Source: an optimization exercise on an open RTL-to-GDS flow (aim: small area and few clock cycles). Production flows keep margins and buffers that such runs may drop. The RTL was checked by simulation tests, not by an equivalence proof against the original design. Power and IR drop assume default switching activity.

## flow/design.v (module list and top-level ports; edited modules follow where they fit)
// module smpq_cell: 73 lines
// module smpq_cmp_leaf: 9 lines
// module smpq_cmp_leaf_g: 7 lines
// module smpq_cmp_node_ni: 11 lines
// module smpq_cmp_node_ni_g: 8 lines
// module smpq_cmp_node_pn: 11 lines
// module smpq_cmp_node_pn_g: 8 lines
// module smpq_cmp: 381 lines
// module stable_min_priority_queue: 157 lines
module stable_min_priority_queue
#(
   parameter int DEPTH        = 16,
   parameter int PAYLOAD_BITS = 16,
   parameter int WRITE_STRIDE = 2      
) (
   input  wire logic                  clock,
   input  wire logic                  reset,
   input  wire logic                  req_tvalid,
   output logic                       req_tready,
   input  wire logic [smpq_pkg::REQ_DATA_W-1:0] req_tdata,   
   input  wire logic [smpq_pkg::OP_W-1:0]       req_tuser,   
   output logic                       rsp_tvalid,
   input  wire logic                  rsp_tready,
   output logic [smpq_pkg::RSP_DATA_W-1:0]      rsp_tdata,   
   output logic [smpq_pkg::RSP_USER_W-1:0]      rsp_tuser    
);
  // ...
==> flow/run.sh <==
#!/bin/bash
# synth_recipe.tcl (not shown) runs the flow's synth.tcl, then flattens the netlist and writes it again
# the make line also repeats each setting of config.mk as NAME=value (left out here)
make -C /OpenROAD-flow-scripts/flow DESIGN_CONFIG=/design/flow/config.mk WORK_HOME=/design/flow/orfs CLKGATE_MAP_FILE= SYNTH_SCRIPT=/design/flow/synth_recipe.tcl finish
==> flow/config.mk <==
export PLATFORM = sky130hd
export DESIGN_NAME = stable_min_priority_queue
export DESIGN_NICKNAME = stable_min_priority_queue
export VERILOG_FILES = /design/flow/design.v
export SDC_FILE = /design/flow/constraint.sdc
export NUM_CORES = 4
export LEC_CHECK = 0
export CAP_MARGIN = 20
export CORE_MARGIN = 2
export CORE_UTILIZATION = 40
export CTS_CLUSTER_DIAMETER = 90
export CTS_CLUSTER_SIZE = 24
export GPL_TIMING_DRIVEN = 0
export SLEW_MARGIN = 20
export SYNTH_HIERARCHICAL = 1
export SYNTH_MINIMUM_KEEP_SIZE = 0
==> flow/constraint.sdc <==
create_clock -name core_clock -period 6.0 [get_ports {clock}]
set_input_delay 1.2000 -clock core_clock [delete_from_list [all_inputs] [get_ports {clock}]]
set_output_delay 1.2000 -clock core_clock [all_outputs]
set_load 0.01 [all_outputs]
==> results.toml, run 1 <==
[setup_path]
crit_fanout = 10
regToRegStartpoint = "grp_count_ff[1]"
worstSetupPathType = "flop to flop"
worstPathRequired_ps = 6480
arrival_ps = 5750

[hold_path]
worstHoldStart = "g_cell[10].u_cell.prio_ff[15]"

[clock_network]
holdBufCountCts = 0
h-tree-depth = 3
cts_tree = "built"

[timing]
whs_ps = 346
grt_setup_unrepaired = "no"

[global_route]
gr-usage-met2_pct = 37.7
grt_busiest_layer = "met2"
grt_max_degree = 33
grt_use_total_pct = 22.4
grtUsageMet1_pct = 29.2
antenna_found_initial = 12

[finish]
clkCellAreaFrac_pct = 3.15
num_antenna_cells = 3
inverters = 143
top_regs = "g_cell.u_cell.prio_ff (1024), g_cell.u_cell.payload_ff (256), g_cell.u_cell.rank_ff (64)"
max_flop_register = "g_cell.u_cell.prio_ff"

[place]
postPlaceCellArea_um2 = 62200

[drt]
dr_wl_met2_um = 81200
drt-vias-per-instance = 5.23

[power]
finalPower_mw = 19.1
clkPwrFrac_pct = 28.7
p_per_area_nw_per_um2 = 297

[run_status]
status = "complete, no violations"

[floorplan]
rows = 140

[synth]
postSynthCellCount = 6866
Testbench counts, summed over its fixed seeds: cycles 12,516.
==> module smpq_cell, before the edit <==
module smpq_cell
#(
   parameter int PAYLOAD_BITS = 16,
   parameter int RANK_W       = 4,
   parameter bit WRITE_PORT   = 1'b0
) (
   input  wire logic                         clock,
   input  wire logic                         reset,
   input  smpq_pkg::cell_ctrl_type           ctrl,
   input  wire logic                         write,       
   input  wire logic [smpq_pkg::PRIO_W-1:0]  new_prio_n,  
   input  wire logic [PAYLOAD_BITS-1:0]      new_payload,
   input  wire logic [smpq_pkg::PRIO_W-1:0]  new_prio,
   input  wire logic [RANK_W-1:0]            fresh_rank,  
   input  wire logic [smpq_pkg::PRIO_W-1:0]  prev_prio,
   input  wire logic [PAYLOAD_BITS-1:0]      prev_payload,
   input  wire logic [RANK_W-1:0]            prev_rank,
   input  wire logic                         prev_valid,
   input  wire logic                         prev_le,
   input  wire logic                         prev_head,
   output logic [smpq_pkg::PRIO_W-1:0]       prio,
   output logic [PAYLOAD_BITS-1:0]           payload,
   output logic [RANK_W-1:0]                 rank,
   output logic                              valid,
   output logic                              self_le,     
   output logic                              is_head      
);
   logic [smpq_pkg::PRIO_W-1:0] prio_ff;
   logic [PAYLOAD_BITS-1:0]     payload_ff;
   logic [RANK_W-1:0]           rank_ff;
   logic                        valid_ff;
   logic                        take;
   logic                        fresh_ff;    
   logic [RANK_W-1:0]           rank_now;    
   logic le;
   smpq_cmp u_cmp (.k(prio_ff), .n_n(new_prio_n), .le(le));
   assign self_le = valid_ff && le;
   assign rank_now = (WRITE_PORT && fresh_ff) ? fresh_rank : rank_ff;
   assign is_head = valid_ff && (rank_now == '0);
   assign prio    = prio_ff;
   assign payload = payload_ff;
   assign rank    = rank_now;
   assign valid   = valid_ff;
   assign take = WRITE_PORT && write;
   always_ff @(posedge clock) begin
      if (take) begin
         prio_ff    <= new_prio;
         payload_ff <= new_payload;
      end else begin
         prio_ff    <= prev_prio;
         payload_ff <= prev_payload;
      end
   end
   always_ff @(posedge clock) begin
      fresh_ff <= take;
   end
   always_ff @(posedge clock) begin
      if (ctrl.push && !prev_le)
         rank_ff <= prev_rank + 1'b1;
      else if (ctrl.pop)
         rank_ff <= prev_rank - 1'b1;
      else
         rank_ff <= prev_rank;
   end
   always_ff @(posedge clock) begin
      if (reset)
         valid_ff <= 1'b0;
      else if (take)
         valid_ff <= 1'b1;
      else
         valid_ff <= prev_valid && !(ctrl.pop && prev_head);
   end
endmodule
==> module stable_min_priority_queue, before the edit <==
module stable_min_priority_queue
#(
   parameter int DEPTH        = 16,
   parameter int PAYLOAD_BITS = 16,
   parameter int WRITE_STRIDE = 2      
) (
   input  wire logic                  clock,
   input  wire logic                  reset,
   input  wire logic                  req_tvalid,
   output logic                       req_tready,
   input  wire logic [smpq_pkg::REQ_DATA_W-1:0] req_tdata,   
   input  wire logic [smpq_pkg::OP_W-1:0]       req_tuser,   
   output logic                       rsp_tvalid,
   input  wire logic                  rsp_tready,
   output logic [smpq_pkg::RSP_DATA_W-1:0]      rsp_tdata,   
   output logic [smpq_pkg::RSP_USER_W-1:0]      rsp_tuser    
);
   localparam int RANK_W = $clog2(DEPTH);
   localparam int CNT_W  = $clog2(DEPTH + 1);
   logic             is_empty, is_full, last_one;
   logic                    accept;
   smpq_pkg::op_type        op;
   logic [smpq_pkg::PRIO_W-1:0] req_prio, req_prio_n;
   logic [PAYLOAD_BITS-1:0] req_payload;
   smpq_pkg::cell_ctrl_type ctrl;
   logic [DEPTH-1:0]        valid, cell_le, cell_head, free_in, free_sel, write;
   logic                    push_wait;
   logic [smpq_pkg::PRIO_W-1:0] cell_prio [DEPTH];
   logic [PAYLOAD_BITS-1:0] cell_payload [DEPTH];
   logic [RANK_W-1:0]       cell_rank [DEPTH];
   logic [PAYLOAD_BITS-1:0] head_payload;
   logic [DEPTH/4-1:0][2:0] grp_count;
   logic [DEPTH/4-1:0][2:0] grp_count_ff;
   logic [RANK_W-1:0]       new_rank;
   logic                  rsp_valid_ff, rsp_valid_in;
   logic [smpq_pkg::RSP_DATA_W-1:0] rsp_data_ff, rsp_data_in;
   logic [smpq_pkg::RSP_USER_W-1:0] rsp_user_ff, rsp_user_in;
   logic                  res_valid, res_empty, res_dropped;
   assign is_empty = (valid == '0);
   assign is_full  = (valid == '1);
   assign last_one = ((valid & ~cell_head) == '0);
   assign push_wait  = (op == smpq_pkg::OP_PUSH) && !is_full && (free_in == '0);
   assign req_tready = (!rsp_valid_ff || rsp_tready) && !push_wait;
   assign accept     = req_tvalid && req_tready;
   assign op          = smpq_pkg::op_type'(req_tuser);
   assign req_prio    = req_tdata[smpq_pkg::PRIO_W-1:0];
   assign req_prio_n  = ~req_prio;
   assign req_payload = req_tdata[smpq_pkg::PRIO_W +: PAYLOAD_BITS];
   always_comb begin
      ctrl        = '0;
      res_valid   = 1'b0;
      res_dropped = 1'b0;
      res_empty   = is_empty;
      case (op)
         smpq_pkg::OP_PUSH: begin
            if (is_full) begin
               res_dropped = 1'b1;
            end else begin
               ctrl.push = accept;
               res_empty = 1'b0;
            end
         end
         smpq_pkg::OP_POP: begin
            if (!is_empty) begin
               ctrl.pop  = accept;
               res_valid = 1'b1;
               res_empty = last_one;
            end
         end
         smpq_pkg::OP_PEEK: begin
            res_valid = !is_empty;
         end
         default: begin
         end
      endcase
   end
   always_comb begin
      for (int i = 0; i < DEPTH; i++)
         free_in[i] = (i % WRITE_STRIDE == 0) && !valid[(i + DEPTH - 1) % DEPTH];
      free_sel = '0;
      for (int i = DEPTH - 1; i >= 0; i--)
         if (free_in[i]) free_sel = DEPTH'(1) << i;
   end
   assign write = ctrl.push ? free_sel : '0;
   always_comb begin
      for (int g = 0; g < DEPTH / 4; g++)
         grp_count[g] = 3'(cell_le[4*g]) + 3'(cell_le[4*g+1])
                      + 3'(cell_le[4*g+2]) + 3'(cell_le[4*g+3]);
   end
   always_ff @(posedge clock) begin
      grp_count_ff <= grp_count;
   end
   always_comb begin
      new_rank = '0;
      for (int g = 0; g < DEPTH / 4; g++) new_rank = new_rank + RANK_W'(grp_count_ff[g]);
   end
   for (genvar i = 0; i < DEPTH; i++) begin : g_cell
      localparam int P = (i + DEPTH - 1) % DEPTH;
      smpq_cell #(
         .PAYLOAD_BITS(PAYLOAD_BITS),
         .RANK_W      (RANK_W),
         .WRITE_PORT  (i % WRITE_STRIDE == 0)
      ) u_cell (
         .clock       (clock),
         .reset       (reset),
         .ctrl        (ctrl),
         .write       (write[i]),
         .new_prio_n  (req_prio_n),
         .new_payload (req_payload),
         .new_prio    (req_prio),
         .fresh_rank  (new_rank),
         .prev_prio   (cell_prio[P]),
         .prev_payload(cell_payload[P]),
         .prev_rank   (cell_rank[P]),
         .prev_valid  (valid[P]),
         .prev_le     (cell_le[P]),
         .prev_head   (cell_head[P]),
         .prio        (cell_prio[i]),
         .payload     (cell_payload[i]),
         .rank        (cell_rank[i]),
         .valid       (valid[i]),
         .self_le     (cell_le[i]),
         .is_head     (cell_head[i])
      );
   end
   always_comb begin
      head_payload = '0;
      for (int i = 0; i < DEPTH; i++)
         head_payload = head_payload | (cell_head[i] ? cell_payload[i] : '0);
   end
   always_comb begin
      rsp_valid_in = rsp_valid_ff;
      rsp_data_in  = rsp_data_ff;
      rsp_user_in  = rsp_user_ff;
      if (accept) begin
         rsp_valid_in = 1'b1;
         rsp_data_in  = res_valid ? head_payload[smpq_pkg::RSP_DATA_W-1:0] : '0;
         rsp_user_in  = {res_dropped, res_empty, res_valid};
      end else if (rsp_tready) begin
         rsp_valid_in = 1'b0;
      end
   end
   always_ff @(posedge clock) begin
      if (reset) begin
         rsp_valid_ff <= 1'b0;
      end else begin
         rsp_valid_ff <= rsp_valid_in;
      end
   end
   always_ff @(posedge clock) begin
      rsp_data_ff <= rsp_data_in;
      rsp_user_ff <= rsp_user_in;
   end
   assign rsp_tvalid = rsp_valid_ff;
   assign rsp_tdata  = rsp_data_ff;
   assign rsp_tuser  = rsp_user_ff;
endmodule
==> inputs of run 2 (changes only) <==
--- a/flow/design.v
+++ b/flow/design.v
@@ -22,5 +22,6 @@
    parameter int PAYLOAD_BITS = 16,
    parameter int RANK_W       = 4,
-   parameter bit WRITE_PORT   = 1'b0
+   parameter bit WRITE_PORT   = 1'b0,
+   parameter bit INV          = 1'b0    
 ) (
    input  wire logic                         clock,
@@ -30,4 +31,5 @@
    input  wire logic [smpq_pkg::PRIO_W-1:0]  new_prio_n,  
    input  wire logic [PAYLOAD_BITS-1:0]      new_payload,
+   input  wire logic [PAYLOAD_BITS-1:0]      new_payload_n,
    input  wire logic [smpq_pkg::PRIO_W-1:0]  new_prio,
    input  wire logic [RANK_W-1:0]            fresh_rank,  
@@ -39,5 +41,5 @@
    input  wire logic                         prev_head,
    output logic [smpq_pkg::PRIO_W-1:0]       prio,
-   output logic [PAYLOAD_BITS-1:0]           payload,
+   output logic [PAYLOAD_BITS-1:0]           payload,     
    output logic [RANK_W-1:0]                 rank,
    output logic                              valid,
@@ -53,5 +55,9 @@
    logic [RANK_W-1:0]           rank_now;    
    logic le;
-   smpq_cmp u_cmp (.k(prio_ff), .n_n(new_prio_n), .le(le));
+   if (INV) begin : g_cmp_inv
+      smpq_cmp_inv u_cmp (.k_n(prio_ff), .n(new_prio), .le(le));
+   end else begin : g_cmp
+      smpq_cmp u_cmp (.k(prio_ff), .n_n(new_prio_n), .le(le));
+   end
    assign self_le = valid_ff && le;
    assign rank_now = (WRITE_PORT && fresh_ff) ? fresh_rank : rank_ff;
@@ -62,9 +68,16 @@
    assign valid   = valid_ff;
    assign take = WRITE_PORT && write;
-   always_ff @(posedge clock) begin
-      if (take) begin
-         prio_ff    <= new_prio;
-         payload_ff <= new_payload;
-      end else begin
+   if (WRITE_PORT) begin : g_write
+      always_ff @(posedge clock) begin
+         if (take) begin
+            prio_ff    <= INV ? ~new_prio : ~new_prio_n;
+            payload_ff <= INV ? ~new_payload : ~new_payload_n;
+         end else begin
+            prio_ff    <= ~prev_prio;
+            payload_ff <= ~prev_payload;
+         end
+      end
+   end else begin : g_shift
+      always_ff @(posedge clock) begin
          prio_ff    <= prev_prio;
          payload_ff <= prev_payload;
@@ -109,4 +122,20 @@
    assign g_n = !(k && n_n);
 endmodule
+module smpq_cmp_leaf_i (
+   input  wire logic k_n,   
+   input  wire logic n,     
+   output logic      g,     
+   output logic      p      
+);
+   assign g = !(k_n || n);
+   assign p = !(k_n && n);
+endmodule
+module smpq_cmp_leaf_i_g (
+   input  wire logic k_n,
+   input  wire logic n,
+   output logic      g
+);
+   assign g = !(k_n || n);
+endmodule
 module smpq_cmp_node_ni (
    input  wire logic g_hi_n,
@@ -530,4 +559,385 @@
    assign le = n6_g_n_0;
 endmodule
+module smpq_cmp_inv (
+   input  wire logic [63:0] k_n,   
+   input  wire logic [63:0] n,     
+   output logic             le     
+);
+   logic l_g_63;
+   logic l_p_63;
+   logic l_g_62;
+   logic l_p_62;
+   logic n1_g_n_62;
+   logic n1_p_n_62;
+   logic l_g_61;
+   logic l_p_61;
+   logic l_g_60;
+   logic l_p_60;
+   logic n1_g_n_60;
+   logic n1_p_n_60;
+   logic n2_g_60;
+   logic n2_p_60;
+   logic l_g_59;
+   logic l_p_59;
+   logic l_g_58;
+   logic l_p_58;
+   logic n1_g_n_58;
+   logic n1_p_n_58;
+   logic l_g_57;
+   logic l_p_57;
+   logic l_g_56;
+   logic l_p_56;
+   logic n1_g_n_56;
+   logic n1_p_n_56;
+   logic n2_g_56;
+   logic n2_p_56;
+   logic n3_g_n_56;
+   logic n3_p_n_56;
+   logic l_g_55;
+   logic l_p_55;
+   logic l_g_54;
+   logic l_p_54;
+   logic n1_g_n_54;
+   logic n1_p_n_54;
+   logic l_g_53;
+   logic l_p_53;
+   logic l_g_52;
+   logic l_p_52;
+   logic n1_g_n_52;
+   logic n1_p_n_52;
+   logic n2_g_52;
+   logic n2_p_52;
+   logic l_g_51;
+   logic l_p_51;
+   logic l_g_50;
+   logic l_p_50;
+   logic n1_g_n_50;
+   logic n1_p_n_50;
+   logic l_g_49;
+   logic l_p_49;
+   logic l_g_48;
+   logic l_p_48;
+   logic n1_g_n_48;
+   logic n1_p_n_48;
+   logic n2_g_48;
+   logic n2_p_48;
+   logic n3_g_n_48;
+   logic n3_p_n_48;
+   logic n4_g_48;
+   logic n4_p_48;
+   logic l_g_47;
+   logic l_p_47;
+   logic l_g_46;
+   logic l_p_46;
+   logic n1_g_n_46;
+   logic n1_p_n_46;
+   logic l_g_45;
+   logic l_p_45;
+   logic l_g_44;
+   logic l_p_44;
+   logic n1_g_n_44;
+   logic n1_p_n_44;
+   logic n2_g_44;
+   logic n2_p_44;
+   logic l_g_43;
+   logic l_p_43;
+   logic l_g_42;
+   logic l_p_42;
+   logic n1_g_n_42;
+   logic n1_p_n_42;
+   logic l_g_41;
+   logic l_p_41;
+   logic l_g_40;
+   logic l_p_40;
+   logic n1_g_n_40;
+   logic n1_p_n_40;
+   logic n2_g_40;
+   logic n2_p_40;
+   logic n3_g_n_40;
+   logic n3_p_n_40;
+   logic l_g_39;
+   logic l_p_39;
+   logic l_g_38;
+   logic l_p_38;
+   logic n1_g_n_38;
+   logic n1_p_n_38;
+   logic l_g_37;
+   logic l_p_37;
+   logic l_g_36;
+   logic l_p_36;
+   logic n1_g_n_36;
+   logic n1_p_n_36;
+   logic n2_g_36;
+   logic n2_p_36;
+   logic l_g_35;
+   logic l_p_35;
+   logic l_g_34;
+   logic l_p_34;
+   logic n1_g_n_34;
+   logic n1_p_n_34;
+   logic l_g_33;
+   logic l_p_33;
+   logic l_g_32;
+   logic l_p_32;
+   logic n1_g_n_32;
+   logic n1_p_n_32;
+   logic n2_g_32;
+   logic n2_p_32;
+   logic n3_g_n_32;
+   logic n3_p_n_32;
+   logic n4_g_32;
+   logic n4_p_32;
+   logic n5_g_n_32;
+   logic n5_p_n_32;
+   logic l_g_31;
+   logic l_p_31;
+   logic l_g_30;
+   logic l_p_30;
+   logic n1_g_n_30;
+   logic n1_p_n_30;
+   logic l_g_29;
+   logic l_p_29;
+   logic l_g_28;
+   logic l_p_28;
+   logic n1_g_n_28;
+   logic n1_p_n_28;
+   logic n2_g_28;
+   logic n2_p_28;
+   logic l_g_27;
+   logic l_p_27;
+   logic l_g_26;
+   logic l_p_26;
+   logic n1_g_n_26;
+   logic n1_p_n_26;
+   logic l_g_25;
+   logic l_p_25;
+   logic l_g_24;
+   logic l_p_24;
+   logic n1_g_n_24;
+   logic n1_p_n_24;
+   logic n2_g_24;
+   logic n2_p_24;
+   logic n3_g_n_24;
+   logic n3_p_n_24;
+   logic l_g_23;
+   logic l_p_23;
+   logic l_g_22;
+   logic l_p_22;
+   logic n1_g_n_22;
+   logic n1_p_n_22;
+   logic l_g_21;
+   logic l_p_21;
+   logic l_g_20;
+   logic l_p_20;
+   logic n1_g_n_20;
+   logic n1_p_n_20;
+   logic n2_g_20;
+   logic n2_p_20;
+   logic l_g_19;
+   logic l_p_19;
+   logic l_g_18;
+   logic l_p_18;
+   logic n1_g_n_18;
+   logic n1_p_n_18;
+   logic l_g_17;
+   logic l_p_17;
+   logic l_g_16;
+   logic l_p_16;
+   logic n1_g_n_16;
+   logic n1_p_n_16;
+   logic n2_g_16;
+   logic n2_p_16;
+   logic n3_g_n_16;
+   logic n3_p_n_16;
+   logic n4_g_16;
+   logic n4_p_16;
+   logic l_g_15;
+   logic l_p_15;
+   logic l_g_14;
+   logic l_p_14;
+   logic n1_g_n_14;
+   logic n1_p_n_14;
+   logic l_g_13;
+   logic l_p_13;
+   logic l_g_12;
+   logic l_p_12;
+   logic n1_g_n_12;
+   logic n1_p_n_12;
+   logic n2_g_12;
+   logic n2_p_12;
+   logic l_g_11;
+   logic l_p_11;
+   logic l_g_10;
+   logic l_p_10;
+   logic n1_g_n_10;
+   logic n1_p_n_10;
+   logic l_g_9;
+   logic l_p_9;
+   logic l_g_8;
+   logic l_p_8;
+   logic n1_g_n_8;
+   logic n1_p_n_8;
+   logic n2_g_8;
+   logic n2_p_8;
+   logic n3_g_n_8;
+   logic n3_p_n_8;
+   logic l_g_7;
+   logic l_p_7;
+   logic l_g_6;
+   logic l_p_6;
+   logic n1_g_n_6;
+   logic n1_p_n_6;
+   logic l_g_5;
+   logic l_p_5;
+   logic l_g_4;
+   logic l_p_4;
+   logic n1_g_n_4;
+   logic n1_p_n_4;
+   logic n2_g_4;
+   logic n2_p_4;
+   logic l_g_3;
+   logic l_p_3;
+   logic l_g_2;
+   logic l_p_2;
+   logic n1_g_n_2;
+   logic n1_p_n_2;
+   logic l_g_1;
+   logic l_p_1;
+   logic l_g_0;
+   logic n1_g_n_0;
+   logic n2_g_0;
+   logic n3_g_n_0;
+   logic n4_g_0;
+   logic n5_g_n_0;
+   logic n6_g_0;
+   smpq_cmp_leaf_i u_l63 (.k_n(k_n[63]), .n(n[63]), .g(l_g_63), .p(l_p_63));
+   smpq_cmp_leaf_i u_l62 (.k_n(k_n[62]), .n(n[62]), .g(l_g_62), .p(l_p_62));
+   smpq_cmp_node_pn u_n0 (.g_hi(l_g_63), .p_hi(l_p_63), .g_lo(l_g_62), .p_lo(l_p_62), .g_n(n1_g_n_62), .p_n(n1_p_n_62));
+   smpq_cmp_leaf_i u_l61 (.k_n(k_n[61]), .n(n[61]), .g(l_g_61), .p(l_p_61));
+   smpq_cmp_leaf_i u_l60 (.k_n(k_n[60]), .n(n[60]), .g(l_g_60), .p(l_p_60));
+   smpq_cmp_node_pn u_n1 (.g_hi(l_g_61), .p_hi(l_p_61), .g_lo(l_g_60), .p_lo(l_p_60), .g_n(n1_g_n_60), .p_n(n1_p_n_60));
+   smpq_cmp_node_ni u_n2 (.g_hi_n(n1_g_n_62), .p_hi_n(n1_p_n_62), .g_lo_n(n1_g_n_60), .p_lo_n(n1_p_n_60), .g(n2_g_60), .p(n2_p_60));
+   smpq_cmp_leaf_i u_l59 (.k_n(k_n[59]), .n(n[59]), .g(l_g_59), .p(l_p_59));
+   smpq_cmp_leaf_i u_l58 (.k_n(k_n[58]), .n(n[58]), .g(l_g_58), .p(l_p_58));
+   smpq_cmp_node_pn u_n3 (.g_hi(l_g_59), .p_hi(l_p_59), .g_lo(l_g_58), .p_lo(l_p_58), .g_n(n1_g_n_58), .p_n(n1_p_n_58));
+   smpq_cmp_leaf_i u_l57 (.k_n(k_n[57]), .n(n[57]), .g(l_g_57), .p(l_p_57));
+   smpq_cmp_leaf_i u_l56 (.k_n(k_n[56]), .n(n[56]), .g(l_g_56), .p(l_p_56));
+   smpq_cmp_node_pn u_n4 (.g_hi(l_g_57), .p_hi(l_p_57), .g_lo(l_g_56), .p_lo(l_p_56), .g_n(n1_g_n_56), .p_n(n1_p_n_56));
+   smpq_cmp_node_ni u_n5 (.g_hi_n(n1_g_n_58), .p_hi_n(n1_p_n_58), .g_lo_n(n1_g_n_56), .p_lo_n(n1_p_n_56), .g(n2_g_56), .p(n2_p_56));
+   smpq_cmp_node_pn u_n6 (.g_hi(n2_g_60), .p_hi(n2_p_60), .g_lo(n2_g_56), .p_lo(n2_p_56), .g_n(n3_g_n_56), .p_n(n3_p_n_56));
+   smpq_cmp_leaf_i u_l55 (.k_n(k_n[55]), .n(n[55]), .g(l_g_55), .p(l_p_55));
+   smpq_cmp_leaf_i u_l54 (.k_n(k_n[54]), .n(n[54]), .g(l_g_54), .p(l_p_54));
+   smpq_cmp_node_pn u_n7 (.g_hi(l_g_55), .p_hi(l_p_55), .g_lo(l_g_54), .p_lo(l_p_54), .g_n(n1_g_n_54), .p_n(n1_p_n_54));
+   smpq_cmp_leaf_i u_l53 (.k_n(k_n[53]), .n(n[53]), .g(l_g_53), .p(l_p_53));
+   smpq_cmp_leaf_i u_l52 (.k_n(k_n[52]), .n(n[52]), .g(l_g_52), .p(l_p_52));
+   smpq_cmp_node_pn u_n8 (.g_hi(l_g_53), .p_hi(l_p_53), .g_lo(l_g_52), .p_lo(l_p_52), .g_n(n1_g_n_52), .p_n(n1_p_n_52));
+   smpq_cmp_node_ni u_n9 (.g_hi_n(n1_g_n_54), .p_hi_n(n1_p_n_54), .g_lo_n(n1_g_n_52), .p_lo_n(n1_p_n_52), .g(n2_g_52), .p(n2_p_52));
+   smpq_cmp_leaf_i u_l51 (.k_n(k_n[51]), .n(n[51]), .g(l_g_51), .p(l_p_51));
+   smpq_cmp_leaf_i u_l50 (.k_n(k_n[50]), .n(n[50]), .g(l_g_50), .p(l_p_50));
+   smpq_cmp_node_pn u_n10 (.g_hi(l_g_51), .p_hi(l_p_51), .g_lo(l_g_50), .p_lo(l_p_50), .g_n(n1_g_n_50), .p_n(n1_p_n_50));
+   smpq_cmp_leaf_i u_l49 (.k_n(k_n[49]), .n(n[49]), .g(l_g_49), .p(l_p_49));
+   smpq_cmp_leaf_i u_l48 (.k_n(k_n[48]), .n(n[48]), .g(l_g_48), .p(l_p_48));
+   smpq_cmp_node_pn u_n11 (.g_hi(l_g_49), .p_hi(l_p_49), .g_lo(l_g_48), .p_lo(l_p_48), .g_n(n1_g_n_48), .p_n(n1_p_n_48));
+   smpq_cmp_node_ni u_n12 (.g_hi_n(n1_g_n_50), .p_hi_n(n1_p_n_50), .g_lo_n(n1_g_n_48), .p_lo_n(n1_p_n_48), .g(n2_g_48), .p(n2_p_48));
+   smpq_cmp_node_pn u_n13 (.g_hi(n2_g_52), .p_hi(n2_p_52), .g_lo(n2_g_48), .p_lo(n2_p_48), .g_n(n3_g_n_48), .p_n(n3_p_n_48));
+   smpq_cmp_node_ni u_n14 (.g_hi_n(n3_g_n_56), .p_hi_n(n3_p_n_56), .g_lo_n(n3_g_n_48), .p_lo_n(n3_p_n_48), .g(n4_g_48), .p(n4_p_48));
+   smpq_cmp_leaf_i u_l47 (.k_n(k_n[47]), .n(n[47]), .g(l_g_47), .p(l_p_47));
+   smpq_cmp_leaf_i u_l46 (.k_n(k_n[46]), .n(n[46]), .g(l_g_46), .p(l_p_46));
+   smpq_cmp_node_pn u_n15 (.g_hi(l_g_47), .p_hi(l_p_47), .g_lo(l_g_46), .p_lo(l_p_46), .g_n(n1_g_n_46), .p_n(n1_p_n_46));
+   smpq_cmp_leaf_i u_l45 (.k_n(k_n[45]), .n(n[45]), .g(l_g_45), .p(l_p_45));
+   smpq_cmp_leaf_i u_l44 (.k_n(k_n[44]), .n(n[44]), .g(l_g_44), .p(l_p_44));
+   smpq_cmp_node_pn u_n16 (.g_hi(l_g_45), .p_hi(l_p_45), .g_lo(l_g_44), .p_lo(l_p_44), .g_n(n1_g_n_44), .p_n(n1_p_n_44));
+   smpq_cmp_node_ni u_n17 (.g_hi_n(n1_g_n_46), .p_hi_n(n1_p_n_46), .g_lo_n(n1_g_n_44), .p_lo_n(n1_p_n_44), .g(n2_g_44), .p(n2_p_44));
+   smpq_cmp_leaf_i u_l43 (.k_n(k_n[43]), .n(n[43]), .g(l_g_43), .p(l_p_43));
+   smpq_cmp_leaf_i u_l42 (.k_n(k_n[42]), .n(n[42]), .g(l_g_42), .p(l_p_42));
+   smpq_cmp_node_pn u_n18 (.g_hi(l_g_43), .p_hi(l_p_43), .g_lo(l_g_42), .p_lo(l_p_42), .g_n(n1_g_n_42), .p_n(n1_p_n_42));
+   smpq_cmp_leaf_i u_l41 (.k_n(k_n[41]), .n(n[41]), .g(l_g_41), .p(l_p_41));
+   smpq_cmp_leaf_i u_l40 (.k_n(k_n[40]), .n(n[40]), .g(l_g_40), .p(l_p_40));
+   smpq_cmp_node_pn u_n19 (.g_hi(l_g_41), .p_hi(l_p_41), .g_lo(l_g_40), .p_lo(l_p_40), .g_n(n1_g_n_40), .p_n(n1_p_n_40));
+   smpq_cmp_node_ni u_n20 (.g_hi_n(n1_g_n_42), .p_hi_n(n1_p_n_42), .g_lo_n(n1_g_n_40), .p_lo_n(n1_p_n_40), .g(n2_g_40), .p(n2_p_40));
+   smpq_cmp_node_pn u_n21 (.g_hi(n2_g_44), .p_hi(n2_p_44), .g_lo(n2_g_40), .p_lo(n2_p_40), .g_n(n3_g_n_40), .p_n(n3_p_n_40));
+   smpq_cmp_leaf_i u_l39 (.k_n(k_n[39]), .n(n[39]), .g(l_g_39), .p(l_p_39));
+   smpq_cmp_leaf_i u_l38 (.k_n(k_n[38]), .n(n[38]), .g(l_g_38), .p(l_p_38));
+   smpq_cmp_node_pn u_n22 (.g_hi(l_g_39), .p_hi(l_p_39), .g_lo(l_g_38), .p_lo(l_p_38), .g_n(n1_g_n_38), .p_n(n1_p_n_38));
+   smpq_cmp_leaf_i u_l37 (.k_n(k_n[37]), .n(n[37]), .g(l_g_37), .p(l_p_37));
+   smpq_cmp_leaf_i u_l36 (.k_n(k_n[36]), .n(n[36]), .g(l_g_36), .p(l_p_36));
+   smpq_cmp_node_pn u_n23 (.g_hi(l_g_37), .p_hi(l_p_37), .g_lo(l_g_36), .p_lo(l_p_36), .g_n(n1_g_n_36), .p_n(n1_p_n_36));
+   smpq_cmp_node_ni u_n24 (.g_hi_n(n1_g_n_38), .p_hi_n(n1_p_n_38), .g_lo_n(n1_g_n_36), .p_lo_n(n1_p_n_36), .g(n2_g_36), .p(n2_p_36));
+   smpq_cmp_leaf_i u_l35 (.k_n(k_n[35]), .n(n[35]), .g(l_g_35), .p(l_p_35));
+   smpq_cmp_leaf_i u_l34 (.k_n(k_n[34]), .n(n[34]), .g(l_g_34), .p(l_p_34));
+   smpq_cmp_node_pn u_n25 (.g_hi(l_g_35), .p_hi(l_p_35), .g_lo(l_g_34), .p_lo(l_p_34), .g_n(n1_g_n_34), .p_n(n1_p_n_34));
+   smpq_cmp_leaf_i u_l33 (.k_n(k_n[33]), .n(n[33]), .g(l_g_33), .p(l_p_33));
+   smpq_cmp_leaf_i u_l32 (.k_n(k_n[32]), .n(n[32]), .g(l_g_32), .p(l_p_32));
+   smpq_cmp_node_pn u_n26 (.g_hi(l_g_33), .p_hi(l_p_33), .g_lo(l_g_32), .p_lo(l_p_32), .g_n(n1_g_n_32), .p_n(n1_p_n_32));
+   smpq_cmp_node_ni u_n27 (.g_hi_n(n1_g_n_34), .p_hi_n(n1_p_n_34), .g_lo_n(n1_g_n_32), .p_lo_n(n1_p_n_32), .g(n2_g_32), .p(n2_p_32));
+   smpq_cmp_node_pn u_n28 (.g_hi(n2_g_36), .p_hi(n2_p_36), .g_lo(n2_g_32), .p_lo(n2_p_32), .g_n(n3_g_n_32), .p_n(n3_p_n_32));
+   smpq_cmp_node_ni u_n29 (.g_hi_n(n3_g_n_40), .p_hi_n(n3_p_n_40), .g_lo_n(n3_g_n_32), .p_lo_n(n3_p_n_32), .g(n4_g_32), .p(n4_p_32));
+   smpq_cmp_node_pn u_n30 (.g_hi(n4_g_48), .p_hi(n4_p_48), .g_lo(n4_g_32), .p_lo(n4_p_32), .g_n(n5_g_n_32), .p_n(n5_p_n_32));
+   smpq_cmp_leaf_i u_l31 (.k_n(k_n[31]), .n(n[31]), .g(l_g_31), .p(l_p_31));
+   smpq_cmp_leaf_i u_l30 (.k_n(k_n[30]), .n(n[30]), .g(l_g_30), .p(l_p_30));
+   smpq_cmp_node_pn u_n31 (.g_hi(l_g_31), .p_hi(l_p_31), .g_lo(l_g_30), .p_lo(l_p_30), .g_n(n1_g_n_30), .p_n(n1_p_n_30));
+   smpq_cmp_leaf_i u_l29 (.k_n(k_n[29]), .n(n[29]), .g(l_g_29), .p(l_p_29));
+   smpq_cmp_leaf_i u_l28 (.k_n(k_n[28]), .n(n[28]), .g(l_g_28), .p(l_p_28));
+   smpq_cmp_node_pn u_n32 (.g_hi(l_g_29), .p_hi(l_p_29), .g_lo(l_g_28), .p_lo(l_p_28), .g_n(n1_g_n_28), .p_n(n1_p_n_28));
+   smpq_cmp_node_ni u_n33 (.g_hi_n(n1_g_n_30), .p_hi_n(n1_p_n_30), .g_lo_n(n1_g_n_28), .p_lo_n(n1_p_n_28), .g(n2_g_28), .p(n2_p_28));
+   smpq_cmp_leaf_i u_l27 (.k_n(k_n[27]), .n(n[27]), .g(l_g_27), .p(l_p_27));
+   smpq_cmp_leaf_i u_l26 (.k_n(k_n[26]), .n(n[26]), .g(l_g_26), .p(l_p_26));
+   smpq_cmp_node_pn u_n34 (.g_hi(l_g_27), .p_hi(l_p_27), .g_lo(l_g_26), .p_lo(l_p_26), .g_n(n1_g_n_26), .p_n(n1_p_n_26));
+   smpq_cmp_leaf_i u_l25 (.k_n(k_n[25]), .n(n[25]), .g(l_g_25), .p(l_p_25));
+   smpq_cmp_leaf_i u_l24 (.k_n(k_n[24]), .n(n[24]), .g(l_g_24), .p(l_p_24));
+   smpq_cmp_node_pn u_n35 (.g_hi(l_g_25), .p_hi(l_p_25), .g_lo(l_g_24), .p_lo(l_p_24), .g_n(n1_g_n_24), .p_n(n1_p_n_24));
+   smpq_cmp_node_ni u_n36 (.g_hi_n(n1_g_n_26), .p_hi_n(n1_p_n_26), .g_lo_n(n1_g_n_24), .p_lo_n(n1_p_n_24), .g(n2_g_24), .p(n2_p_24));
+   smpq_cmp_node_pn u_n37 (.g_hi(n2_g_28), .p_hi(n2_p_28), .g_lo(n2_g_24), .p_lo(n2_p_24), .g_n(n3_g_n_24), .p_n(n3_p_n_24));
+   smpq_cmp_leaf_i u_l23 (.k_n(k_n[23]), .n(n[23]), .g(l_g_23), .p(l_p_23));
+   smpq_cmp_leaf_i u_l22 (.k_n(k_n[22]), .n(n[22]), .g(l_g_22), .p(l_p_22));
+   smpq_cmp_node_pn u_n38 (.g_hi(l_g_23), .p_hi(l_p_23), .g_lo(l_g_22), .p_lo(l_p_22), .g_n(n1_g_n_22), .p_n(n1_p_n_22));
+   smpq_cmp_leaf_i u_l21 (.k_n(k_n[21]), .n(n[21]), .g(l_g_21), .p(l_p_21));
+   smpq_cmp_leaf_i u_l20 (.k_n(k_n[20]), .n(n[20]), .g(l_g_20), .p(l_p_20));
+   smpq_cmp_node_pn u_n39 (.g_hi(l_g_21), .p_hi(l_p_21), .g_lo(l_g_20), .p_lo(l_p_20), .g_n(n1_g_n_20), .p_n(n1_p_n_20));
+   smpq_cmp_node_ni u_n40 (.g_hi_n(n1_g_n_22), .p_hi_n(n1_p_n_22), .g_lo_n(n1_g_n_20), .p_lo_n(n1_p_n_20), .g(n2_g_20), .p(n2_p_20));
+   smpq_cmp_leaf_i u_l19 (.k_n(k_n[19]), .n(n[19]), .g(l_g_19), .p(l_p_19));
+   smpq_cmp_leaf_i u_l18 (.k_n(k_n[18]), .n(n[18]), .g(l_g_18), .p(l_p_18));
+   smpq_cmp_node_pn u_n41 (.g_hi(l_g_19), .p_hi(l_p_19), .g_lo(l_g_18), .p_lo(l_p_18), .g_n(n1_g_n_18), .p_n(n1_p_n_18));
+   smpq_cmp_leaf_i u_l17 (.k_n(k_n[17]), .n(n[17]), .g(l_g_17), .p(l_p_17));
+   smpq_cmp_leaf_i u_l16 (.k_n(k_n[16]), .n(n[16]), .g(l_g_16), .p(l_p_16));
+   smpq_cmp_node_pn u_n42 (.g_hi(l_g_17), .p_hi(l_p_17), .g_lo(l_g_16), .p_lo(l_p_16), .g_n(n1_g_n_16), .p_n(n1_p_n_16));
+   smpq_cmp_node_ni u_n43 (.g_hi_n(n1_g_n_18), .p_hi_n(n1_p_n_18), .g_lo_n(n1_g_n_16), .p_lo_n(n1_p_n_16), .g(n2_g_16), .p(n2_p_16));
+   smpq_cmp_node_pn u_n44 (.g_hi(n2_g_20), .p_hi(n2_p_20), .g_lo(n2_g_16), .p_lo(n2_p_16), .g_n(n3_g_n_16), .p_n(n3_p_n_16));
+   smpq_cmp_node_ni u_n45 (.g_hi_n(n3_g_n_24), .p_hi_n(n3_p_n_24), .g_lo_n(n3_g_n_16), .p_lo_n(n3_p_n_16), .g(n4_g_16), .p(n4_p_16));
+   smpq_cmp_leaf_i u_l15 (.k_n(k_n[15]), .n(n[15]), .g(l_g_15), .p(l_p_15));
+   smpq_cmp_leaf_i u_l14 (.k_n(k_n[14]), .n(n[14]), .g(l_g_14), .p(l_p_14));
+   smpq_cmp_node_pn u_n46 (.g_hi(l_g_15), .p_hi(l_p_15), .g_lo(l_g_14), .p_lo(l_p_14), .g_n(n1_g_n_14), .p_n(n1_p_n_14));
+   smpq_cmp_leaf_i u_l13 (.k_n(k_n[13]), .n(n[13]), .g(l_g_13), .p(l_p_13));
+   smpq_cmp_leaf_i u_l12 (.k_n(k_n[12]), .n(n[12]), .g(l_g_12), .p(l_p_12));
+   smpq_cmp_node_pn u_n47 (.g_hi(l_g_13), .p_hi(l_p_13), .g_lo(l_g_12), .p_lo(l_p_12), .g_n(n1_g_n_12), .p_n(n1_p_n_12));
+   smpq_cmp_node_ni u_n48 (.g_hi_n(n1_g_n_14), .p_hi_n(n1_p_n_14), .g_lo_n(n1_g_n_12), .p_lo_n(n1_p_n_12), .g(n2_g_12), .p(n2_p_12));
+   smpq_cmp_leaf_i u_l11 (.k_n(k_n[11]), .n(n[11]), .g(l_g_11), .p(l_p_11));
+   smpq_cmp_leaf_i u_l10 (.k_n(k_n[10]), .n(n[10]), .g(l_g_10), .p(l_p_10));
+   smpq_cmp_node_pn u_n49 (.g_hi(l_g_11), .p_hi(l_p_11), .g_lo(l_g_10), .p_lo(l_p_10), .g_n(n1_g_n_10), .p_n(n1_p_n_10));
+   smpq_cmp_leaf_i u_l9 (.k_n(k_n[9]), .n(n[9]), .g(l_g_9), .p(l_p_9));
+   smpq_cmp_leaf_i u_l8 (.k_n(k_n[8]), .n(n[8]), .g(l_g_8), .p(l_p_8));
+   smpq_cmp_node_pn u_n50 (.g_hi(l_g_9), .p_hi(l_p_9), .g_lo(l_g_8), .p_lo(l_p_8), .g_n(n1_g_n_8), .p_n(n1_p_n_8));
+   smpq_cmp_node_ni u_n51 (.g_hi_n(n1_g_n_10), .p_hi_n(n1_p_n_10), .g_lo_n(n1_g_n_8), .p_lo_n(n1_p_n_8), .g(n2_g_8), .p(n2_p_8));
+   smpq_cmp_node_pn u_n52 (.g_hi(n2_g_12), .p_hi(n2_p_12), .g_lo(n2_g_8), .p_lo(n2_p_8), .g_n(n3_g_n_8), .p_n(n3_p_n_8));
+   smpq_cmp_leaf_i u_l7 (.k_n(k_n[7]), .n(n[7]), .g(l_g_7), .p(l_p_7));
+   smpq_cmp_leaf_i u_l6 (.k_n(k_n[6]), .n(n[6]), .g(l_g_6), .p(l_p_6));
+   smpq_cmp_node_pn u_n53 (.g_hi(l_g_7), .p_hi(l_p_7), .g_lo(l_g_6), .p_lo(l_p_6), .g_n(n1_g_n_6), .p_n(n1_p_n_6));
+   smpq_cmp_leaf_i u_l5 (.k_n(k_n[5]), .n(n[5]), .g(l_g_5), .p(l_p_5));
+   smpq_cmp_leaf_i u_l4 (.k_n(k_n[4]), .n(n[4]), .g(l_g_4), .p(l_p_4));
+   smpq_cmp_node_pn u_n54 (.g_hi(l_g_5), .p_hi(l_p_5), .g_lo(l_g_4), .p_lo(l_p_4), .g_n(n1_g_n_4), .p_n(n1_p_n_4));
+   smpq_cmp_node_ni u_n55 (.g_hi_n(n1_g_n_6), .p_hi_n(n1_p_n_6), .g_lo_n(n1_g_n_4), .p_lo_n(n1_p_n_4), .g(n2_g_4), .p(n2_p_4));
+   smpq_cmp_leaf_i u_l3 (.k_n(k_n[3]), .n(n[3]), .g(l_g_3), .p(l_p_3));
+   smpq_cmp_leaf_i u_l2 (.k_n(k_n[2]), .n(n[2]), .g(l_g_2), .p(l_p_2));
+   smpq_cmp_node_pn u_n56 (.g_hi(l_g_3), .p_hi(l_p_3), .g_lo(l_g_2), .p_lo(l_p_2), .g_n(n1_g_n_2), .p_n(n1_p_n_2));
+   smpq_cmp_leaf_i u_l1 (.k_n(k_n[1]), .n(n[1]), .g(l_g_1), .p(l_p_1));
+   smpq_cmp_leaf_i_g u_l0 (.k_n(k_n[0]), .n(n[0]), .g(l_g_0));
+   smpq_cmp_node_pn_g u_n57 (.g_hi(l_g_1), .p_hi(l_p_1), .g_lo(l_g_0), .g_n(n1_g_n_0));
+   smpq_cmp_node_ni_g u_n58 (.g_hi_n(n1_g_n_2), .p_hi_n(n1_p_n_2), .g_lo_n(n1_g_n_0), .g(n2_g_0));
+   smpq_cmp_node_pn_g u_n59 (.g_hi(n2_g_4), .p_hi(n2_p_4), .g_lo(n2_g_0), .g_n(n3_g_n_0));
+   smpq_cmp_node_ni_g u_n60 (.g_hi_n(n3_g_n_8), .p_hi_n(n3_p_n_8), .g_lo_n(n3_g_n_0), .g(n4_g_0));
+   smpq_cmp_node_pn_g u_n61 (.g_hi(n4_g_16), .p_hi(n4_p_16), .g_lo(n4_g_0), .g_n(n5_g_n_0));
+   smpq_cmp_node_ni_g u_n62 (.g_hi_n(n5_g_n_32), .p_hi_n(n5_p_n_32), .g_lo_n(n5_g_n_0), .g(n6_g_0));
+   assign le = !n6_g_0;
+endmodule
 `default_nettype wire
 `default_nettype none
@@ -555,5 +965,5 @@
    smpq_pkg::op_type        op;
    logic [smpq_pkg::PRIO_W-1:0] req_prio, req_prio_n;
-   logic [PAYLOAD_BITS-1:0] req_payload;
+   logic [PAYLOAD_BITS-1:0] req_payload, req_payload_n;
    smpq_pkg::cell_ctrl_type ctrl;
    logic [DEPTH-1:0]        valid, cell_le, cell_head, free_in, free_sel, write;
@@ -580,4 +990,5 @@
    assign req_prio_n  = ~req_prio;
    assign req_payload = req_tdata[smpq_pkg::PRIO_W +: PAYLOAD_BITS];
+   assign req_payload_n = ~req_payload;
    always_comb begin
       ctrl        = '0;
@@ -628,4 +1039,9 @@
       for (int g = 0; g < DEPTH / 4; g++) new_rank = new_rank + RANK_W'(grp_count_ff[g]);
    end
+   localparam int N_WRITE = (DEPTH + WRITE_STRIDE - 1) / WRITE_STRIDE;
+   function automatic logic [DEPTH-1:0] stage_inv_f();
+      for (int i = 0; i < DEPTH; i++) stage_inv_f[i] = ((i / WRITE_STRIDE) % 2 == 0);
+   endfunction
+   localparam logic [DEPTH-1:0] STAGE_INV = stage_inv_f();
    for (genvar i = 0; i < DEPTH; i++) begin : g_cell
       localparam int P = (i + DEPTH - 1) % DEPTH;
@@ -633,5 +1049,6 @@
          .PAYLOAD_BITS(PAYLOAD_BITS),
          .RANK_W      (RANK_W),
-         .WRITE_PORT  (i % WRITE_STRIDE == 0)
+         .WRITE_PORT  (i % WRITE_STRIDE == 0),
+         .INV         (STAGE_INV[i])
       ) u_cell (
          .clock       (clock),
@@ -641,4 +1058,5 @@
          .new_prio_n  (req_prio_n),
          .new_payload (req_payload),
+         .new_payload_n(req_payload_n),
          .new_prio    (req_prio),
          .fresh_rank  (new_rank),
@@ -660,5 +1078,6 @@
       head_payload = '0;
       for (int i = 0; i < DEPTH; i++)
-         head_payload = head_payload | (cell_head[i] ? cell_payload[i] : '0);
+         head_payload = head_payload
+                      | (cell_head[i] ? (STAGE_INV[i] ? ~cell_payload[i] : cell_payload[i]) : '0);
    end
    always_comb begin
==> flow/flow/run.sh (new file) <==
#!/bin/bash
# Standard synthesis, then every combinational cell set to its smallest drive
# strength (the layout's repair steps size up again where needed), then the
# standard layout with clock tree synthesis run without dummy loads.
set -euo pipefail
R=orfs/results/$FLOW_PLATFORM/stable_min_priority_queue/base
bash standard.sh synth > flow_synth.log 2>&1
python3 flow/downsize.py "$FLOW_HOME/platforms/$FLOW_PLATFORM/lib/sky130_fd_sc_hd__tt_025C_1v80.lib" "$R/1_2_yosys.v" > flow_downsize.log 2>&1
rm -f "$R/1_synth.odb" "$R/1_synth.sdc"
bash standard.sh "CTS_ARGS=-sink_clustering_enable -repair_clock_nets -sink_clustering_size 24 -sink_clustering_max_diameter 90 -dont_use_dummy_load" finish > flow_layout.log 2>&1
==> flow/flow/downsize.py (new file) <==
#!/usr/bin/env python3
"""Gate sizing before placement: set every combinational cell in the synthesized
netlist to the smallest drive strength of its type; the flow's repair steps size
up again where slew, capacitance or timing need it. Flip-flops keep their cells."""
import re, sys

lib, netlist = sys.argv[1], sys.argv[2]
text = open(lib).read()
area = {m.group(1): float(m.group(3)) for m in re.finditer(
    r'cell\s*\(\s*"?(\w+)"?\s*\)\s*\{(.*?)area\s*:\s*([\d.]+)', text, re.S)}
seq = set(m.group(1) for m in re.finditer(r'cell\s*\(\s*"?(\w+)"?\s*\)\s*\{[^}]*?\bff\s*\(', text, re.S))
dont = set(sys.argv[3:])

def base(c):
    m = re.match(r'(sky130_fd_sc_hd__\w+?)_(\d+)$', c)
    return (m.group(1), int(m.group(2))) if m else (None, None)

smallest = {}
for c in area:
    b, n = base(c)
    if b is None or c in dont:
        continue
    if b not in smallest or (area[c], n != 1) < (area[smallest[b]], base(smallest[b])[1] != 1):
        smallest[b] = c

v = open(netlist).read()
count = 0
def sub(m):
    global count
    c = m.group(2)
    b, n = base(c)
    if b is None or c in seq or re.search(r'(df|dl|edf|sdf|sedf)', b) or 'conb' in b:
        return m.group(0)
    t = smallest.get(b, c)
    if t != c:
        count += 1
        return m.group(1) + t + m.group(3)
    return m.group(0)
v = re.sub(r'^(\s*)(sky130_fd_sc_hd__\w+)(\s)', sub, v, flags=re.M)
open(netlist, 'w').write(v)
print(f"downsized {count} cells")
==> flow/standard.sh (new file) <==
#!/bin/bash
# synth_recipe.tcl (not shown) runs the flow's synth.tcl, then flattens the netlist and writes it again
# the make line also repeats each setting of config.mk as NAME=value (left out here)
make -C /OpenROAD-flow-scripts/flow DESIGN_CONFIG=/design/flow/config.mk WORK_HOME=/design/flow/orfs CLKGATE_MAP_FILE= SYNTH_SCRIPT=/design/flow/synth_recipe.tcl "${@:-finish}"
removed: flow/run.sh
==> run 2 against run 1 <==
Sequential share of layout area is 1.9 points higher; routed wire length is 6.7% lower; still clean; global-route usage is 0.70 points lower; sequential power hardly changed; critical path depth stayed put; setup slack worse by 440 ps; largest cell class is now registers; core utilization is 0.066 points lower; clock skew is 6.1 ps higher; critical path type unchanged; fmax is 7.6% lower; count of clock-buffer cells in the layout is 7 lower; synthesized cell count is 1.3% higher.
==> results.toml, run 2 <==
[finish]
final_util_pct = 44.2
final_cells = 9019
final_common_cell = "nand2_1"
top_regs = "g_cell.u_cell.prio_ff (1024), g_cell.u_cell.payload_ff (256), g_cell.u_cell.rank_ff (64)"
final_cell_mix = "nand2_1 (1593), nor2_1 (1529), dfxtp_1 (1381), mux2i_1 (656), o21ai_1 (582)"
drive_gt1_share_pct = 1.23
largest_reg_flops = 1024
nNetsFinal = 7281
area_growth_pct = 9.36
max_flop_register = "g_cell.u_cell.prio_ff"

[power]
p_per_area_nw_per_um2 = 298
leakage_nw = 25.9
peakVddDrop_mv = 0.216

[floorplan]
fp.dieH_um = 380
core_um2 = 140000
rows = 137
die_w_um = 380
ios = 107
initial_core_util_pct = 40.4
fp.dieArea_um2 = 144000

[setup_path]
regToRegStartpoint = "grp_count_ff[1]"
crit_path_start_kind = "flop"
crit_end = "rsp_data_ff[8]"
crit_fanout = 10
worstPathRequired_ps = 6440
worstSetupPathType = "flop to flop"
rrSetupSlack_ps = 290
arrival_ps = 6150
crit_start = "grp_count_ff[1]"
reg2reg_to = "rsp_data_ff[8]"
cp-end-kind = "flop"
reg2reg_depth = 14

[global_route]
grt_max_degree = 25
antenna_found_initial = 12
grt_busiest_layer = "met2"
grtUsageMet1_pct = 30.2
grt_pass1_wl_um = 248000
gr-usage-met2_pct = 34.6
grt_use_total_pct = 21.7
grt_util_met3_pct = 3.07
grt_overflow = 0
grt_pass1_vias = 43115

[timing]
period_minus_slack_ps = 5710
clock_skew_ps = 59.2
relSlewSlack_pct = 22.9
fmax_ghz = 0.175
finalHoldViolCount = 0
whs_ps = 333
grt_setup_unrepaired = "no"
setup_viol = 0
period_share_pct = 95.2
slew_violations = 0
tightest_slew_ps = 1160

[clock_network]
clock-sinks = 1400
clkTransAtPathRegs_ps = 90
cts_buffers = 69
insertion_delay_ps = 680
cts_buffer_depth = 3
h-tree-depth = 3
cts_tree = "built"
cts-root-buf = "clkbuf_16"
holdBufCountCts = 0

[place]
numPortBuffers = 106
place_hpwl_um = 116000
place_congestion = 0.897
dp_cells = 8945

[synth]
syn_avg_cell_area_um2 = 8.12
syn-num-nets = 7097
syn_area_um2 = 56500
postSynthCellCount = 6956
yosys_warnings = 14

[hold_path]
min_path_type = "flop to flop"
worstHoldPathCells = 0

[drt]
routedWlPerCell_um = 18.0
routed_wl_um = 162000
dr_total_vias = 46555
dr.pass1.iters = 6
drt-vias-per-instance = 5.16
drt_iter0_markers = 3703
ant_nets = 0
drc = 0

[flow_run]
maxCapViolations = 0

[run_status]
status = "complete, no violations"
-- run 2: how the worst min path moves through the flow --
| stage | startpoint | end | slack, ps |
|---|---|---|---|
| after floorplan | g_cell[12].u_cell.payload_ff[14] | g_cell[13].u_cell.payload_ff[14] | 320 |
| after global placement | g_cell[8].u_cell.payload_ff[9] | g_cell[9].u_cell.payload_ff[9] | 330 |
| after detailed placement | g_cell[12].u_cell.payload_ff[4] | g_cell[13].u_cell.payload_ff[4] | 330 |
| after CTS | g_cell[6].u_cell.prio_ff[50] | g_cell[7].u_cell.prio_ff[50] | 330 |
| after global routing | g_cell[2].u_cell.prio_ff[50] | g_cell[3].u_cell.prio_ff[50] | 330 |
| final | g_cell[8].u_cell.payload_ff[3] | g_cell[9].u_cell.payload_ff[3] | 330 |
-- run 2: power breakdown --
part	switching [mW]	total (mW)	internal (mW)
registers	0.636	10.8	10.2
clock network	2.94	5.01	2.07
logic	1.60	2.54	0.937
-- run 2: repair_timing --
item / 4_1_cts / 5_1_grt
buffers inserted: 0 / 0
endpoints found under the setup margin: 0 / 2
gates resized for setup: 0 / 1
endpoints found under the hold margin: 0 / 0
-- run 2: critical path, cell delays in order (launching register included) --
cell and delay (ps):
dfxtp_1 330, fa_1 500, fa_1 500, ha_1 140
inv_1 50, fa_1 430, xnor2_1 250, xnor2_2 260
mux2_1 410, nor4_1 310, and2_1 200, buf_1 810
clkbuf_1 650, a221oi_1 200, a31oi_1 400
-- run 2: per-stage QoR --
step / TNS, ps / power (mW) / cell area, um2 / setup WS, ps
finish: 0 / 18.4 / 61800 / 288
global route: 0 / 19.3 / 61700 / 93.1
detailed placement: -74.3 / 13.5 / 60000 / -74.3
global placement: -83980 / 13.5 / 59900 / -1380
floorplan: 0 / 12.6 / 56500 / 946
CTS: 0 / 18.5 / 61700 / 154
-- run 2: area by class of cell --
class                           count  area, um2
Inverter                          171        642
Sequential cell                  1400      28200
Multi-Input combinational cell   5288      27300
Clock buffer                       69       1730
Timing Repair Buffer              113       1150
Antenna cell                        5       12.5
Tap cell                         1876       2350
Buffer                             97        374
Fill cell                       13703      78100
-- run 2: metal layers --
metal	routed length, um	vias up
met5	52	-
met4	5990	8
met3	9390	255
met2	70900	1240
met1	75800	21587
li1	-	23465
Testbench counts of run 2, summed over its fixed seeds: cycles 12,516.
==> inputs of run 3 (changes only) <==
==> flow/flow/run.sh (replaced) <==
#!/bin/bash
# Standard synthesis, then every combinational cell set to its smallest drive
# strength (the layout's repair steps size up again where needed), then the
# standard layout with the smallest buffer on the ports and clock tree
# synthesis run without dummy loads.
set -euo pipefail
R=orfs/results/$FLOW_PLATFORM/stable_min_priority_queue/base
bash standard.sh synth > flow_synth.log 2>&1
python3 flow/downsize.py "$FLOW_HOME/platforms/$FLOW_PLATFORM/lib/sky130_fd_sc_hd__tt_025C_1v80.lib" "$R/1_2_yosys.v" > flow_downsize.log 2>&1
rm -f "$R/1_synth.odb" "$R/1_synth.sdc"
bash standard.sh "BUFFER_PORTS_ARGS=-buffer_cell sky130_fd_sc_hd__buf_1" "CTS_ARGS=-sink_clustering_enable -repair_clock_nets -sink_clustering_size 24 -sink_clustering_max_diameter 90 -dont_use_dummy_load" finish > flow_layout.log 2>&1
--- a/flow/config.mk
+++ b/flow/config.mk
@@ -8,5 +8,5 @@
 export CAP_MARGIN = 20
 export CORE_MARGIN = 2
-export CORE_UTILIZATION = 40
+export CORE_UTILIZATION = 55
 export CTS_CLUSTER_DIAMETER = 90
 export CTS_CLUSTER_SIZE = 24
==> run 3 against run 2 <==
Still clean on timing, DRC and antenna; synthesized cell count unchanged; fmax down 2.1%; combinational power fell by 2%; core utilization up 15 points; first-iteration DRC count is 1.6% lower; clock power barely moved; critical path type unchanged; largest power group unchanged.
==> results.toml, run 3 <==
[finish]
largest_reg_flops = 1024
final_cell_mix = "nand2_1 (1593), nor2_1 (1529), dfxtp_1 (1381), mux2i_1 (656), o21ai_1 (582)"
drive_gt1_share_pct = 1.30
n_fill_cell = 9226
final_common_cell = "nand2_1"
max_flop_register = "g_cell.u_cell.prio_ff"
area_growth_pct = 7.09
top_regs = "g_cell.u_cell.prio_ff (1024), g_cell.u_cell.payload_ff (256), g_cell.u_cell.rank_ff (64)"
nNetsFinal = 7282

[clock_network]
clock-sinks = 1400
cts_buffer_depth = 3
cts-root-buf = "clkbuf_16"
cts_tree = "built"
h-tree-depth = 3
clkTransAtPathRegs_ps = 90
cts_buffers = 68
insertion_delay_ps = 700

[setup_path]
reg2reg_depth = 14
worstSetupPathType = "flop to flop"
cp_slowest_cell = "buf_1"
path_cells = "fa_1, fa_1, ha_1, inv_1, fa_1, xnor2_1, xnor2_2, mux2_1, nor4_1, and2_1, buf_1, clkbuf_1, a221oi_1, a31oi_1"
cp_top_family = "adder cells"
crit_fanout = 10
crit_path_start_kind = "flop"
cp-end-kind = "flop"
crit_top_cell = "fa_1"
arrival_ps = 6280
cp_num_buf_inv = 3
worstPathRequired_ps = 6440
cp.depth = 14
max_stage_delay_ps = 660

[timing]
relSlewSlack_pct = 16.7
slew_violations = 0
tightest_slew_ps = 1250
whs_ps = 307
setup_viol = 0
clock_skew_ps = 58.8
period_minus_slack_ps = 5840
fmax_ghz = 0.171
period_share_pct = 97.3
grt_setup_unrepaired = "no"
worst_slack_ps = 163
finalHoldViolCount = 0

[drt]
ant_nets = 0
drc = 0
routed_wl_um = 158000
dr_total_vias = 46274
routedWlPerCell_um = 18.6
drt-vias-per-instance = 5.44
drt_iter0_markers = 3645
dr.pass1.iters = 6

[global_route]
antenna_found_initial = 5
grt_overflow = 0
grt_use_total_pct = 29.2
grt_pass1_wl_um = 241000
grt_pass1_vias = 41835
grt_max_degree = 29

[run_status]
status = "complete, no violations"

[synth]
syn_area_um2 = 56500
syn-num-nets = 7097
postSynthCellCount = 6956
syn_avg_cell_area_um2 = 8.12
yosys_warnings = 14

[floorplan]
initial_core_util_pct = 55.5
core_um2 = 102000
ios = 107
die_w_um = 324
fp.dieH_um = 324
fp.dieArea_um2 = 105000
rows = 117

[hold_path]
worstHoldPathCells = 0
min_path_type = "flop to flop"

[place]
place_hpwl_um = 111000
dp_slack_ps = 66.5
numPortBuffers = 106
place_congestion = 0.873

[flow_run]
maxCapViolations = 0

[power]
peakVddDrop_mv = 0.255
p_per_area_nw_per_um2 = 303
leakage_nw = 25.6
finalPower_mw = 18.3
==> run 3: layout make-up <==
type / count / area, um2 / share of cell area [%]
multi-input cells: 5288 / 27300 / 45.1
diodes: 4 / 10.0 / 0.0166
repair buffers: 115 / 532 / 0.879
flip-flops and latches: 1400 / 28200 / 46.7
plain buffers: 97 / 374 / 0.619
clock buffers: 68 / 1700 / 2.81
well taps: 1368 / 1710 / 2.83
inverters: 171 / 642 / 1.06
==> run 3: path summary, 6_finish.rpt <==
| path | startpoint | endpoint | slack (ps) |
|---|---|---|---|
| max | grp_count_ff[1] | rsp_data_ff[0] | 160 |
| min reg2reg | g_cell[8].u_cell.payload_ff[8] | g_cell[9].u_cell.payload_ff[8] | 310 |
| max reg2reg | grp_count_ff[1] | rsp_data_ff[0] | 160 |
| min | g_cell[8].u_cell.payload_ff[8] | g_cell[9].u_cell.payload_ff[8] | 310 |
==> run 3: per-stage QoR <==
| step | setup TNS (ps) | util (%) | instances | instance area (um2) |
|---|---|---|---|---|
| after floorplan | 0 | - | 6956 | 56500 |
| after global placement | -49070 | 57.6 | 8430 | 58600 |
| after detailed placement | 0 | 57.7 | 8436 | 58700 |
| after CTS | 0 | 59.4 | 8504 | 60400 |
| after global routing | 0 | 59.4 | 8510 | 60500 |
| final | 0 | 59.4 | 8511 | 60500 |
==> run 3: power breakdown <==
part,switching (mW),total (mW),internal (mW),leakage [nW]
clock,2.94,4.98,2.04,0.838
combinational,1.60,2.49,0.892,13.1
sequential,0.627,10.8,10.2,11.7
==> run 3: per-layer routing <==
layer	up-vias	part of all wire, %	track usage (%)
li1	23468	-	-
met3	229	5.4	2.89
met1	21330	47	42.0
met4	0	3.2	9.19
met5	-	0	0
met2	1247	44	46.3
==> run 3: what timing repair did <==
item | in CTS | in global routing
endpoints found under the hold margin | 0 | 0
hold buffers | 0 | 0
endpoints found under the setup margin | 0 | 3
setup buffers | 0 | 0
gates resized for setup | 0 | 1
==> inputs of run 4 (changes only) <==
--- a/flow/config.mk
+++ b/flow/config.mk
@@ -8,5 +8,5 @@
 export CAP_MARGIN = 20
 export CORE_MARGIN = 2
-export CORE_UTILIZATION = 55
+export CORE_UTILIZATION = 40
 export CTS_CLUSTER_DIAMETER = 90
 export CTS_CLUSTER_SIZE = 24
==> run 4 against run 3 <==
Sequential power is essentially flat; combinational power is essentially flat; core utilization decreased by 16 points; clock skew fell by 5.3 ps; synthesized cell count unchanged; critical path depth unchanged; largest power group unchanged; die area grew 37%; design area increased by 1.2%; via count is 0.69% higher; final cell count up 6.1%; area after synthesis stayed put; setup slack better by 130 ps.
==> results.toml, run 4 <==
[run_status]
status = "complete, no violations"

[clock_network]
postCtsResizedCells = 0
h-tree-depth = 3
cts-root-buf = "clkbuf_16"
clock-sinks = 1400
clkTransAtPathRegs_ps = 90
insertion_delay_ps = 680
postCtsSetupRepairBufs = 0
holdBufCountCts = 0
cts_buffers = 69
cts_buffer_depth = 3
cts_tree = "built"

[setup_path]
cp_slowest_cell = "buf_1"
reg2reg_depth = 14
cp_top_family = "adder cells"
max_stage_delay_ps = 740
regToRegStartpoint = "grp_count_ff[1]"
crit_fanout = 10
worstPathRequired_ps = 6460
worstSetupPathType = "flop to flop"
cp.depth = 14
cp_num_buf_inv = 3
crit_top_cell = "fa_1"
cp-end-kind = "flop"
crit_end = "rsp_data_ff[0]"
crit_start = "grp_count_ff[1]"
reg2reg_to = "rsp_data_ff[0]"
arrival_ps = 6160
crit_path_start_kind = "flop"
rrSetupSlack_ps = 290
path_cells = "fa_1, fa_1, ha_1, inv_1, fa_1, xnor2_1, xnor2_2, mux2_1, nor4_1, and2_1, buf_1, buf_1, a2111oi_0, a31oi_1"

[timing]
period_share_pct = 95.1
tightest_slew_ps = 1160
period_minus_slack_ps = 5710
fmax_ghz = 0.175
grt_setup_unrepaired = "no"
clock_skew_ps = 53.6
setup_viol = 0
relSlewSlack_pct = 22.3
slew_violations = 0
finalHoldViolCount = 0

[power]
p_per_area_nw_per_um2 = 300
peakVddDrop_mv = 0.211
leakage_nw = 25.7

[global_route]
grt_pass1_vias = 42699
grt_overflow = 0
grt_max_degree = 26
antenna_found_initial = 14
grt_use_total_pct = 21.8
grt_pass1_wl_um = 248000

[drt]
ant_nets = 0
dr_wl_met2_um = 71900
drt_iter0_markers = 3695
dr.pass1.iters = 8
routed_wl_um = 163000
routedWlPerCell_um = 18.0
drc = 0
dr_total_vias = 46591
wl_met1_um = 76600
drt-vias-per-instance = 5.16
wl_met3_um = 9310
top_layer_used = "met5"

[finish]
top_regs = "g_cell.u_cell.prio_ff (1024), g_cell.u_cell.payload_ff (256), g_cell.u_cell.rank_ff (64)"
drive_gt1_share_pct = 1.36
final_util_pct = 43.7
final_common_cell = "nand2_1"
nNetsFinal = 7283
n_fill_cell = 13809
fin_area_um2 = 61200
largest_reg_flops = 1024
final_cells = 9027
max_flop_register = "g_cell.u_cell.prio_ff"
area_growth_pct = 8.32
final_cell_mix = "nand2_1 (1593), nor2_1 (1529), dfxtp_1 (1381), mux2i_1 (656), o21ai_1 (582)"

[floorplan]
rows = 137
ios = 107
die_w_um = 380
fp.dieArea_um2 = 144000
core_um2 = 140000
initial_core_util_pct = 40.4
fp.dieH_um = 380

[place]
dp_cells = 8946
postPlaceCellArea_um2 = 59400
place_congestion = 0.926
place_hpwl_um = 116000
numPortBuffers = 106

[flow_run]
maxCapViolations = 0

[synth]
syn-num-nets = 7097
yosys_warnings = 14
syn_area_um2 = 56500
postSynthCellCount = 6956
syn_avg_cell_area_um2 = 8.12

[hold_path]
worstHoldPathCells = 0
min_path_type = "flop to flop"
==> run 4: worst min path at each step <==
| stage | from | to |
|---|---|---|
| floorplan | g_cell[12].u_cell.payload_ff[14] | g_cell[13].u_cell.payload_ff[14] |
| global route | g_cell[14].u_cell.payload_ff[2] | g_cell[15].u_cell.payload_ff[2] |
| finish | g_cell[14].u_cell.payload_ff[2] | g_cell[15].u_cell.payload_ff[2] |
| CTS | g_cell[14].u_cell.payload_ff[2] | g_cell[15].u_cell.payload_ff[2] |
| global placement | g_cell[8].u_cell.payload_ff[9] | g_cell[9].u_cell.payload_ff[9] |
| detailed placement | g_cell[8].u_cell.payload_ff[9] | g_cell[9].u_cell.payload_ff[9] |
==> run 4: routing by layer <==
| metal | track usage, % | vias up |
|---|---|---|
| met4 | 6.52 | 6 |
| met2 | 34.4 | 1124 |
| met5 | 0 | - |
| met3 | 3.01 | 197 |
| met1 | 30.7 | 21771 |
| li1 | - | 23493 |
==> run 4: report_power, final <==
group / total (mW) / switching (mW) / internal, mW
logic: 2.50 / 1.60 / 0.893
clock network: 5.01 / 2.94 / 2.07
registers: 10.8 / 0.637 / 10.2
total: 18.3 / 5.18 / 13.2
==> run 4: worst reg2reg max path: stages (launching register included) <==
cell       delay, ps
dfxtp_1          330
fa_1             510
fa_1             500
ha_1             140
inv_1             50
fa_1             430
xnor2_1          260
xnor2_2          260
mux2_1           400
nor4_1           340
and2_1           200
buf_1            720
buf_1            760
a2111oi_0        280
a31oi_1          340
==> run 4: layout make-up <==
cell class	count	area (um2)	share of cell area, %
diodes	11	27.5	0.0450
plain buffers	97	374	0.612
clock buffers	69	1730	2.82
inverters	171	642	1.05
multi-input cells	5288	27300	44.6
flip-flops and latches	1400	28200	46.1
well taps	1876	2350	3.84
repair buffers	115	552	0.902
==> run 4: through the flow <==
step	power [mW]	TNS (ps)	worst slack, ps	hold WS (ps)
CTS	18.5	0	185	339
detailed placement	13.5	0	219	328
finish	18.3	0	294	336
global placement	13.4	-55280	-1020	327
global route	19.2	0	112	338
floorplan	12.6	0	946	323

## separate check: timing with driven ports
Ports are ideal in the flow. The routed layouts listed here were re-timed in OpenROAD. Step 1 assumes that a clkbuf_16 drives the clock port and a buf_2 every other input. Step 2 times the ports against the registers' clock, not the clock port: input delays grow and output delays shrink by t, the midpoint of the rising clock arrivals with the driver on. a / b / c = ideal ports / drivers / drivers and shift; a / b = the first two.
| run | shift t [ns] | slack for setup (ns) | worst hold slack (ns) | cell pins on the clock port's net |
|---|---|---|---|---|
| run 1 | 0.770 | 0.723 / 0.723 / 0.048 | 0.346 / 0.346 / 0.346 | 1 |
| run 2 | 0.729 | 0.288 / 0.288 / -0.133 | 0.333 / 0.333 / 0.333 | 1 |
| run 3 | 0.742 | 0.163 / 0.163 / 0.071 | 0.307 / 0.307 / 0.307 | 1 |
| run 4 | 0.732 | 0.294 / 0.294 / 0.152 | 0.336 / 0.336 / 0.336 | 1 |
With both steps, setup timing fails in run 2, where it was met with ideal ports. For run 1, which loses most, drivers alone change the setup slack by 0.000 ns; drivers and shift together by -0.675 ns.
